What follows belongs to an exercise in optimizing a design on an open flow for small area, a short achievable clock period and few clock cycles; a production flow would make more cautious choices.
Function not checked in this run: the RTL went through the layout flow alone.
Power figures rest on the tool's default switching activity, not on a simulated workload.

$ cat config.mk
export PLATFORM = sky130hd
export DESIGN_NAME = instr_parser_top
export DESIGN_NICKNAME = instr_parser_top
export VERILOG_FILES = /design/flow/design.v
export SDC_FILE = /design/flow/constraint.sdc
export NUM_CORES = 4
export LEC_CHECK = 0
export CAP_MARGIN = 20
export CORE_MARGIN = 2
export CORE_UTILIZATION = 40
export PLACE_DENSITY = 0.6
export SLEW_MARGIN = 20
$ cat constraint.sdc
create_clock -name core_clock -period 5.5 [get_ports {clk}]
set_input_delay 1.1000 -clock core_clock [delete_from_list [all_inputs] [get_ports {clk}]]
set_output_delay 1.1000 -clock core_clock [all_outputs]
set_load 0.01 [all_outputs]
$ cat design.v
`timescale 1ns/1ps
package cmd_pkg;
    localparam int byte_w    = 8;
    localparam int word_w    = 16;
    localparam int ram_depth = 256;
    localparam int ram_aw    = 8;
    localparam logic [byte_w-1:0] op_disable   = 8'd0;
    localparam logic [byte_w-1:0] op_enable    = 8'd1;
    localparam logic [byte_w-1:0] op_write_reg = 8'd2;
    localparam logic [byte_w-1:0] op_read_reg  = 8'd3;
    localparam logic [byte_w-1:0] op_write_ram = 8'd6;
    localparam logic [byte_w-1:0] op_read_ram  = 8'd7;
    localparam logic [byte_w-1:0] reg_sum  = 8'd0;
    localparam logic [byte_w-1:0] reg_num1 = 8'd1;
    localparam logic [byte_w-1:0] reg_num2 = 8'd2;
    localparam logic [byte_w-1:0] reg_num3 = 8'd3;
    localparam logic [byte_w-1:0] reg_en   = 8'd4;
endpackage
`timescale 1ns/1ps
module word_ram (
    input  logic                        clk,
    input  logic                        we,
    input  logic [cmd_pkg::ram_aw-1:0]  waddr,
    input  logic [cmd_pkg::word_w-1:0]  wdata,
    input  logic [cmd_pkg::ram_aw-1:0]  raddr,
    output logic [cmd_pkg::word_w-1:0]  rdata
);
    logic [cmd_pkg::word_w-1:0] mem [cmd_pkg::ram_depth];
    always_ff @(posedge clk) begin
        if (we)
            mem[waddr] <= wdata;
    end
    assign rdata = mem[raddr];
endmodule
`timescale 1ns/1ps
module instr_parser_top (
    input  logic                        clk,
    input  logic                        rst_n,
    input  logic                        rx_valid,
    input  logic [cmd_pkg::byte_w-1:0]  rx_data,
    output logic                        rx_ready,
    output logic                        tx_valid,
    output logic [cmd_pkg::byte_w-1:0]  tx_data,
    input  logic                        tx_ready,
    input  logic [cmd_pkg::word_w-1:0]  sum,
    output logic [cmd_pkg::word_w-1:0]  num1,
    output logic [cmd_pkg::word_w-1:0]  num2,
    output logic [cmd_pkg::word_w-1:0]  num3,
    output logic                        en
);
    localparam logic [3:0] S_OP  = 4'd0;
    localparam logic [3:0] S_RA  = 4'd1;
    localparam logic [3:0] S_RDL = 4'd2;
    localparam logic [3:0] S_RDH = 4'd3;
    localparam logic [3:0] S_AL  = 4'd4;
    localparam logic [3:0] S_AH  = 4'd5;
    localparam logic [3:0] S_CL  = 4'd6;
    localparam logic [3:0] S_CH  = 4'd7;
    localparam logic [3:0] S_WDL = 4'd8;
    localparam logic [3:0] S_WDH = 4'd9;
    logic [3:0]  st, st_d;
    logic        wr_q;           
    logic [15:0] addr_q;         
    logic [15:0] cnt_q;          
    logic [7:0]  dl_q;           
    logic        rx_fire;
    logic        wb_v;
    logic [7:0]  wb_addr;
    logic [15:0] wb_data;
    logic        wb_conf;
    logic        wb_go;
    localparam int QD = 4;
    localparam int QW = $clog2(QD);
    logic [QD-1:0] q_v, q_ram;
    logic [15:0]   q_a [QD];
    logic [15:0]   q_c [QD];
    logic [QW-1:0] q_wp, q_rp;
    logic        s_v, s_ram;
    logic [15:0] s_a, s_c;
    logic        q_full_d;
    logic [QD-1:0] q_conf;
    logic        s_take_reg, s_take_ram;
    logic        push_reg, push_ram;
    logic [15:0] reg_rd;
    logic [15:0] ra, rc;
    logic        rc_nz;
    logic        hi_v;
    logic [7:0]  hi_d;
    logic        tx_free;
    logic [15:0] rword;
    logic [15:0] ram_rdata;
    assign rx_fire = rx_valid && rx_ready;
    always_comb begin
        st_d = st;
        if (rx_fire) begin
            case (st)
                S_OP: begin
                    case (rx_data)
                        cmd_pkg::op_write_reg, cmd_pkg::op_read_reg:  st_d = S_RA;
                        cmd_pkg::op_write_ram, cmd_pkg::op_read_ram:  st_d = S_AL;
                        default:                                      st_d = S_OP;
                    endcase
                end
                S_RA:  st_d = wr_q ? S_RDL : S_OP;
                S_RDL: st_d = S_RDH;
                S_RDH: st_d = S_OP;
                S_AL:  st_d = S_AH;
                S_AH:  st_d = S_CL;
                S_CL:  st_d = S_CH;
                S_CH:  st_d = (wr_q && {rx_data, cnt_q[7:0]} != 16'd0) ? S_WDL : S_OP;
                S_WDL: st_d = S_WDH;
                S_WDH: st_d = (cnt_q == 16'd1) ? S_OP : S_WDL;
                default: st_d = S_OP;
            endcase
        end
    end
    always_comb begin
        case (rx_data)
            cmd_pkg::reg_sum:  reg_rd = sum;
            cmd_pkg::reg_num1: reg_rd = num1;
            cmd_pkg::reg_num2: reg_rd = num2;
            cmd_pkg::reg_num3: reg_rd = num3;
            cmd_pkg::reg_en:   reg_rd = {15'b0, en};
            default:           reg_rd = '0;
        endcase
    end
    assign push_reg = rx_fire && st == S_RA && !wr_q;
    assign push_ram = rx_fire && st == S_CH && !wr_q && {rx_data, cnt_q[7:0]} != 16'd0;
    always_ff @(posedge clk or negedge rst_n) begin
        if (!rst_n) begin
            st   <= S_OP;
            num1 <= '0;
            num2 <= '0;
            num3 <= '0;
            en   <= 1'b0;
        end else begin
            st <= st_d;
            if (rx_fire && st == S_OP) begin
                if (rx_data == cmd_pkg::op_disable) en <= 1'b0;
                if (rx_data == cmd_pkg::op_enable)  en <= 1'b1;
            end
            if (rx_fire && st == S_RDH) begin
                if (addr_q[7:0] == cmd_pkg::reg_num1) num1 <= {rx_data, dl_q};
                if (addr_q[7:0] == cmd_pkg::reg_num2) num2 <= {rx_data, dl_q};
                if (addr_q[7:0] == cmd_pkg::reg_num3) num3 <= {rx_data, dl_q};
            end
        end
    end
    always_ff @(posedge clk) begin
        if (rx_fire) begin
            case (st)
                S_OP:  wr_q <= (rx_data == cmd_pkg::op_write_reg) || (rx_data == cmd_pkg::op_write_ram);
                S_RA:  addr_q[7:0] <= rx_data;
                S_AL:  addr_q[7:0] <= rx_data;
                S_AH:  addr_q[15:8] <= rx_data;
                S_CL:  cnt_q[7:0] <= rx_data;
                S_CH:  cnt_q[15:8] <= rx_data;
                S_RDL, S_WDL: dl_q <= rx_data;
                S_WDH: begin
                    addr_q <= addr_q + 16'd1;
                    cnt_q  <= cnt_q - 16'd1;
                end
                default: ;
            endcase
        end
    end
    logic [7:0]  wb_addr_d;
    logic        conf_q;
    assign wb_addr_d = (rx_fire && st == S_WDH) ? addr_q[7:0] : wb_addr;
    always_comb begin
        for (int i = 0; i < QD; i++)
            q_conf[i] = q_v[i] && q_ram[i] && (({8'b0, wb_addr_d} - q_a[i]) < q_c[i]);
    end
    assign wb_conf = (rc_nz && (({8'b0, wb_addr_d} - ra) < rc)) || (|q_conf);
    assign wb_go   = wb_v && !conf_q;
    always_ff @(posedge clk or negedge rst_n) begin
        if (!rst_n) begin
            wb_v   <= 1'b0;
            conf_q <= 1'b0;
        end else begin
            conf_q <= wb_conf;
            if (rx_fire && st == S_WDH)
                wb_v <= addr_q[15:8] == 8'd0;
            else if (wb_go)
                wb_v <= 1'b0;
        end
    end
    always_ff @(posedge clk) begin
        if (rx_fire && st == S_WDH) begin
            wb_addr <= addr_q[7:0];
            wb_data <= {rx_data, dl_q};
        end
    end
    word_ram u_ram (
        .clk   (clk),
        .we    (wb_go),
        .waddr (wb_addr),
        .wdata (wb_data),
        .raddr (ra[7:0]),
        .rdata (ram_rdata)
    );
    logic s_v_d, wb_v_d, rx_ready_d;
    always_comb begin
        logic [QD-1:0] v;
        v = q_v;
        if (s_take_reg || s_take_ram) v[q_rp] = 1'b0;
        if (push_reg || push_ram) v[q_wp] = 1'b1;
        q_full_d = &v;
    end
    assign s_v_d = q_full_d;
    assign wb_v_d = wb_v && conf_q;
    always_comb begin
        rx_ready_d = 1'b1;
        if (st_d == S_WDH && wb_v_d)
            rx_ready_d = 1'b0;
        if ((st_d == S_CH || st_d == S_RA) && s_v_d)
            rx_ready_d = 1'b0;
        if (st_d == S_CH && wb_v_d)
            rx_ready_d = 1'b0;
    end
    always_ff @(posedge clk or negedge rst_n) begin
        if (!rst_n)
            rx_ready <= 1'b0;
        else
            rx_ready <= rx_ready_d;
    end
    assign s_v        = q_v[q_rp];
    assign s_ram      = q_ram[q_rp];
    assign s_a        = q_a[q_rp];
    assign s_c        = q_c[q_rp];
    assign rc_nz      = rc != 16'd0;
    assign tx_free    = !tx_valid || tx_ready;
    assign s_take_reg = tx_free && !hi_v && !rc_nz && s_v && !s_ram;
    assign s_take_ram = !rc_nz && s_v && s_ram;
    assign rword      = (ra[15:8] == 8'd0) ? ram_rdata : 16'd0;
    always_ff @(posedge clk or negedge rst_n) begin
        if (!rst_n) begin
            q_v      <= '0;
            q_wp     <= '0;
            q_rp     <= '0;
            rc       <= '0;
            hi_v     <= 1'b0;
            tx_valid <= 1'b0;
        end else begin
            if (s_take_reg || s_take_ram) begin
                q_v[q_rp] <= 1'b0;
                q_rp <= q_rp + 1'b1;
            end
            if (push_reg || push_ram) begin
                q_v[q_wp] <= 1'b1;
                q_wp <= q_wp + 1'b1;
            end
            if (s_take_ram)
                rc <= s_c;
            else if (tx_free && !hi_v && rc_nz)
                rc <= rc - 16'd1;
            if (tx_free) begin
                if (hi_v) begin
                    hi_v     <= 1'b0;
                    tx_valid <= 1'b1;
                end else if (rc_nz || s_take_reg) begin
                    hi_v     <= 1'b1;
                    tx_valid <= 1'b1;
                end else begin
                    tx_valid <= 1'b0;
                end
            end
        end
    end
    always_ff @(posedge clk) begin
        if (push_reg) begin
            q_ram[q_wp] <= 1'b0;
            q_a[q_wp]   <= reg_rd;
        end else if (push_ram) begin
            q_ram[q_wp] <= 1'b1;
            q_a[q_wp]   <= addr_q;
            q_c[q_wp]   <= {rx_data, cnt_q[7:0]};
        end
        if (s_take_ram)
            ra <= s_a;
        else if (tx_free && !hi_v && rc_nz)
            ra <= ra + 16'd1;
        if (tx_free) begin
            if (hi_v) begin
                tx_data <= hi_d;
            end else if (rc_nz) begin
                tx_data <= rword[7:0];
                hi_d    <= rword[15:8];
            end else if (s_take_reg) begin
                tx_data <= s_a[7:0];
                hi_d    <= s_a[15:8];
            end
        end
    end
endmodule
$ cat run.sh
#!/bin/bash
# synth_recipe.tcl (not shown) runs the flow's synth.tcl, then flattens the netlist and writes it again
# the make line also repeats each setting of config.mk as NAME=value (left out here)
make -C /OpenROAD-flow-scripts/flow DESIGN_CONFIG=/design/flow/config.mk WORK_HOME=/design/flow/orfs CLKGATE_MAP_FILE= SYNTH_SCRIPT=/design/flow/synth_recipe.tcl finish
==> notes.md <==
-- power groups by stage --
stage / Clock [mW] / Sequential, mW / Combinational [mW]
2_1_floorplan: 0 / 37.5 / 5.64
3_3_place_gp: 0 / 37.7 / 9.36
3_5_place_dp: 0 / 37.7 / 9.45
4_1_cts: 30.4 / 37.0 / 9.49
5_1_grt: 31.6 / 37.0 / 9.92
6_report: 29.9 / 37.0 / 9.52
-- flip-flops by register name, indices dropped and copies added, names as in the netlist, 2 cells and up, named ones only --
signal and count:
num2 16, u_ram.mem 4096, ra 16, q_a 64, q_c 64, num3 16, hi_d 8, tx_data 8
addr_q 16, num1 16, st 4, wb_data 16, q_v 4, wb_addr 8, dl_q 8, rc 16
q_wp 2, q_rp 2, cnt_q 16
-- cells in the mapped netlist (all sizes together) (23+ instances only) --
master / instances
edfxtp: 4317
mux4: 1161
nor2: 398
nand2: 278
buf: 242
a21oi: 190
clkbuf: 189
mux2i: 164
inv: 158
ha: 130
o21ai: 89
dfrtp: 82
xnor2: 80
mux2: 75
nand3: 73
o22ai: 66
a211oi: 64
a22oi: 59
nor3: 59
nor2b: 47
and2: 36
nand4: 33
xor2: 31
nand2b: 26
a21o: 24
a22o: 24
nor4: 24
o211ai: 23
-- worst max-delay path by stage --
stage                          from                to  cells past startpoint
floorplan                  rx_valid  conf_q$_DFF_PN0_                     22
global placement           rx_valid  conf_q$_DFF_PN0_                     25
detailed placement         rx_valid  conf_q$_DFF_PN0_                     26
CTS                 st[1]$_DFF_PN0_  conf_q$_DFF_PN0_                     26
global route        st[1]$_DFF_PN0_  conf_q$_DFF_PN0_                     26
finish                     rx_valid  conf_q$_DFF_PN0_                     25
-- layout make-up --
| cell class | instances | area (sq um) |
|---|---|---|
| inverters | 159 | 604 |
| well taps | 5734 | 7170 |
| clock inverters | 291 | 2810 |
| fillers | 35700 | 233000 |
| clock buffers | 532 | 11600 |
| multi-input cells | 3357 | 41200 |
| diodes | 14 | 35.0 |
| repair buffers | 730 | 6530 |
| flip-flops and latches | 4415 | 132000 |
-- metal layers --
layer | track usage, % | share of wire, %
met4 | 8.72 | 4.4
met2 | 35.2 | 47
met3 | 4.16 | 9.0
met5 | 0 | 0
met1 | 31.2 | 40
-- cells by family (layout without fill, tap and decap cells) --
kind of cell / after synthesis / count (layout) / share of synthesized area, %
flip-flops: 4415 / 4415 / 75.4
multiplexers: 1400 / 1400 / 16.4
AND/OR/NAND/NOR: 1045 / 1045 / 2.70
AO/OA/AOI/OAI: 666 / 666 / 2.49
buffers and inverters: 590 / 1712 / 1.53
adder cells (fa/ha/maj): 135 / 135 / 0.986
XOR/XNOR: 111 / 111 / 0.555
other: 0 / 14 / 0
-- stage by stage --
step           worst slack, ns  hold slack (ns)  util [%]
2_1_floorplan           0.0414            0.461         -
3_3_place_gp            -0.945            0.479      43.1
4_1_cts                 0.0265            0.218      46.4
6_report                 0.285            0.245      46.4
5_1_grt                 0.0371            0.277      46.4
3_5_place_dp            -0.971            0.481      43.1
-- worst max-delay path: cells and delay by family --
kind | cells | cell delay, ns
AOI/OAI and AO/OA | 11 | 2.00
xor gates and xnor gates | 1 | 0.13
and+or+nand+nor | 3 | 0.43
muxes | 1 | 0.37
buffers and inverters | 6 | 1.14
adders and majority gates | 3 | 0.97
-- timing repair --
item,4_1_cts,5_1_grt
endpoints found under the setup margin,0,1
resized for setup,0,6
hold buffers,0,0
==> flow_results.xml <==
<?xml version="1.0" encoding="UTF-8"?>
<metrics>
  <group name="finish">
    <metric name="design_area" unit="sq um">202000</metric>
    <metric name="finalNetCount" unit="">9270</metric>
    <metric name="area_growth" unit="%">15.3</metric>
    <metric name="most_common_library_cell_in_the_layout_ignoring_fill_and_taps" unit="">sky130_fd_sc_hd__edfxtp_1</metric>
    <metric name="fraction_of_final_layout_cells_sized_beyond_drive_strength_1" unit="%">29.5</metric>
    <metric name="layout_common_cells" unit="">4317 x sky130_fd_sc_hd__edfxtp_1, 1161 x sky130_fd_sc_hd__mux4_2, 578 x sky130_fd_sc_hd__buf_4</metric>
    <metric name="post_layout_nonfiller_instances" unit="">15200</metric>
  </group>
  <group name="global_routing">
    <metric name="number_of_antenna_violations_at_the_first_check_in_global_routing" unit="">25</metric>
    <metric name="grt_pass1_vias" unit="">90000</metric>
    <metric name="global_route.overflow_total" unit="">0</metric>
    <metric name="grt_max_degree" unit="">228</metric>
    <metric name="gr-usage-all-layers" unit="%">22.4</metric>
    <metric name="grt_first_pass_wirelength" unit="um">705000</metric>
  </group>
  <group name="worst_setup_path">
    <metric name="worst-path-max-fanout" unit="">3</metric>
    <metric name="critical_path_required" unit="ns">6.42</metric>
    <metric name="critical-path-top-cell-by-count" unit="">sky130_fd_sc_hd__buf_4</metric>
    <metric name="reg2reg_setup_slack" unit="ns">0.30</metric>
    <metric name="crit_arrival" unit="ns">6.13</metric>
    <metric name="cp_slowest_cell" unit="">sky130_fd_sc_hd__a2111oi_0</metric>
    <metric name="timing.setup.critical_path_class" unit="">in2reg</metric>
    <metric name="crit-reg2reg-capture" unit="">conf_q$_DFF_PN0_</metric>
    <metric name="worst_r2r_path_depth" unit="">25</metric>
    <metric name="critical_path.startpoint_type" unit="">input pin</metric>
    <metric name="endpoint_kind" unit="">register</metric>
    <metric name="rr_startpoint" unit="">st[1]$_DFF_PN0_</metric>
    <metric name="critical_path.max_stage_delay" unit="ns">0.47</metric>
  </group>
  <group name="synth">
    <metric name="ys_top_cells_by_area" unit="">sky130_fd_sc_hd__edfxtp_1 74%, sky130_fd_sc_hd__mux4_2 15%, sky130_fd_sc_hd__dfrtp_1 1.2%</metric>
    <metric name="ys_types" unit="">71</metric>
    <metric name="synthFlopType" unit="">sky130_fd_sc_hd__edfxtp_1</metric>
    <metric name="yosysWarnings" unit="">2</metric>
    <metric name="synth_seq_area_share" unit="%">75.4</metric>
    <metric name="synthesized_area_per_cell" unit="sq um">20.9</metric>
    <metric name="post_synth_inst_count" unit="">8362</metric>
    <metric name="post_synth_instance_area" unit="sq um">175000</metric>
    <metric name="syn-num-nets" unit="">8525</metric>
    <metric name="post-synth-top-area-fraction" unit="%">74.0</metric>
    <metric name="synth_async_sr_flop_share" unit="%">1.86</metric>
    <metric name="synth-seq-cells" unit="">4415</metric>
    <metric name="synth_area_leader_cell" unit="">sky130_fd_sc_hd__edfxtp_1</metric>
    <metric name="synth-edff-count" unit="">4317</metric>
  </group>
  <group name="routing">
    <metric name="remaining_drcs" unit="">0</metric>
    <metric name="dr_total_vias" unit="">90800</metric>
    <metric name="drt.antenna.violating_nets" unit="">0</metric>
    <metric name="detailedRoute.firstPassIterationCount" unit="">6</metric>
    <metric name="route.detailed.vias_per_inst" unit="">5.96</metric>
    <metric name="dr.first_iter.drc_count" unit="">12000</metric>
    <metric name="wl_per_cell" unit="um">33.3</metric>
    <metric name="wirelength" unit="um">507000</metric>
  </group>
  <group name="floorplanning">
    <metric name="placementRows" unit="">242</metric>
    <metric name="die-area" unit="sq um">443000</metric>
    <metric name="design.portCount" unit="">87</metric>
    <metric name="die-width" unit="um">666</metric>
    <metric name="die_h" unit="um">666</metric>
    <metric name="core-area" unit="sq um">435000</metric>
    <metric name="starting_density_of_the_core" unit="%">40.2</metric>
  </group>
  <group name="cts">
    <metric name="num_cts_buffers" unit="">444</metric>
    <metric name="numClockSinks" unit="">4415</metric>
    <metric name="worst_setup_hold_path_clk_slew" unit="ns">0.06</metric>
    <metric name="ctsRootBufferMaster" unit="">sky130_fd_sc_hd__clkbuf_16</metric>
    <metric name="worstSkewPairLatency" unit="ns">1.04</metric>
    <metric name="cts_buffer_depth" unit="">4</metric>
    <metric name="cts_tree" unit="">yes</metric>
    <metric name="cts.repair_timing.setup_buffer_count" unit="">0</metric>
    <metric name="cts.htree.levels" unit="">5</metric>
  </group>
  <group name="timing">
    <metric name="worst_pin_slew" unit="ns">1.30</metric>
    <metric name="slew_headroom" unit="%">13.3</metric>
    <metric name="setup_viol" unit="">0</metric>
    <metric name="post-route-period-util" unit="%">94.8</metric>
    <metric name="setup-tns-final" unit="ns">0</metric>
    <metric name="slew_violations" unit="">0</metric>
    <metric name="timing.final.crit_period" unit="ns">5.22</metric>
    <metric name="hold_viol_final" unit="">0</metric>
    <metric name="grt_setup_unrepaired" unit="">false</metric>
    <metric name="max_clock_freq" unit="GHz">0.192</metric>
    <metric name="fin_worst_skew" unit="ns">0.0988</metric>
  </group>
  <group name="power_and_ir_drop">
    <metric name="power.share.combinational" unit="%">12.4</metric>
    <metric name="sequential_power_share" unit="%">48.4</metric>
    <metric name="vdd_drop_max" unit="mV">0.320</metric>
    <metric name="internal-power" unit="mW">57.4</metric>
    <metric name="total_power" unit="mW">76.5</metric>
    <metric name="power.density_cell_area" unit="nW/um^2">379</metric>
    <metric name="switchingPower" unit="mW">19.1</metric>
    <metric name="leakage_power_figure" unit="nW">64.5</metric>
    <metric name="power_switching_share" unit="%">25.0</metric>
    <metric name="share_clk_of_total_power" unit="%">39.1</metric>
  </group>
  <group name="run">
    <metric name="max-cap-violations" unit="">0</metric>
  </group>
  <group name="run_status">
    <metric name="run_status" unit="">no timing/DRC/antenna violations</metric>
  </group>
  <group name="placed_design">
    <metric name="place.port_buffers" unit="">86</metric>
    <metric name="place_area" unit="sq um">187000</metric>
    <metric name="dp.cells" unit="">14400</metric>
    <metric name="gp_routability_congestion" unit="">0.952</metric>
    <metric name="dp.final_hpwl" unit="um">320000</metric>
  </group>
  <group name="hold_path">
    <metric name="holdCritPathClass" unit="">in2async</metric>
  </group>
</metrics>

[static timing again, ports no longer ideal]
No port has a modelled driver above. Below, the same layout with a new extraction and two added sets of constraints. Step 1: set_driving_cell puts a clkbuf_16 on clk and a buf_2 on each other input, an assumption about the parent block. Step 2 also shifts input and output timing later by t, the mid clock arrival at the registers, as if the neighbouring blocks saw the same clock. Slacks: no drivers / after step 1 / after step 2; pairs: no drivers / after step 1.
shift t [ns]: 1.113
setup WS [ns]: 0.285 / 0.305 / -0.782
worst hold slack (ns): 0.245 / 0.151 / 0.492
With both steps, setup timing fails in this run, where it was met with ideal ports. For this run, drivers alone change the setup slack by +0.020 ns; drivers and shift together by -1.067 ns.
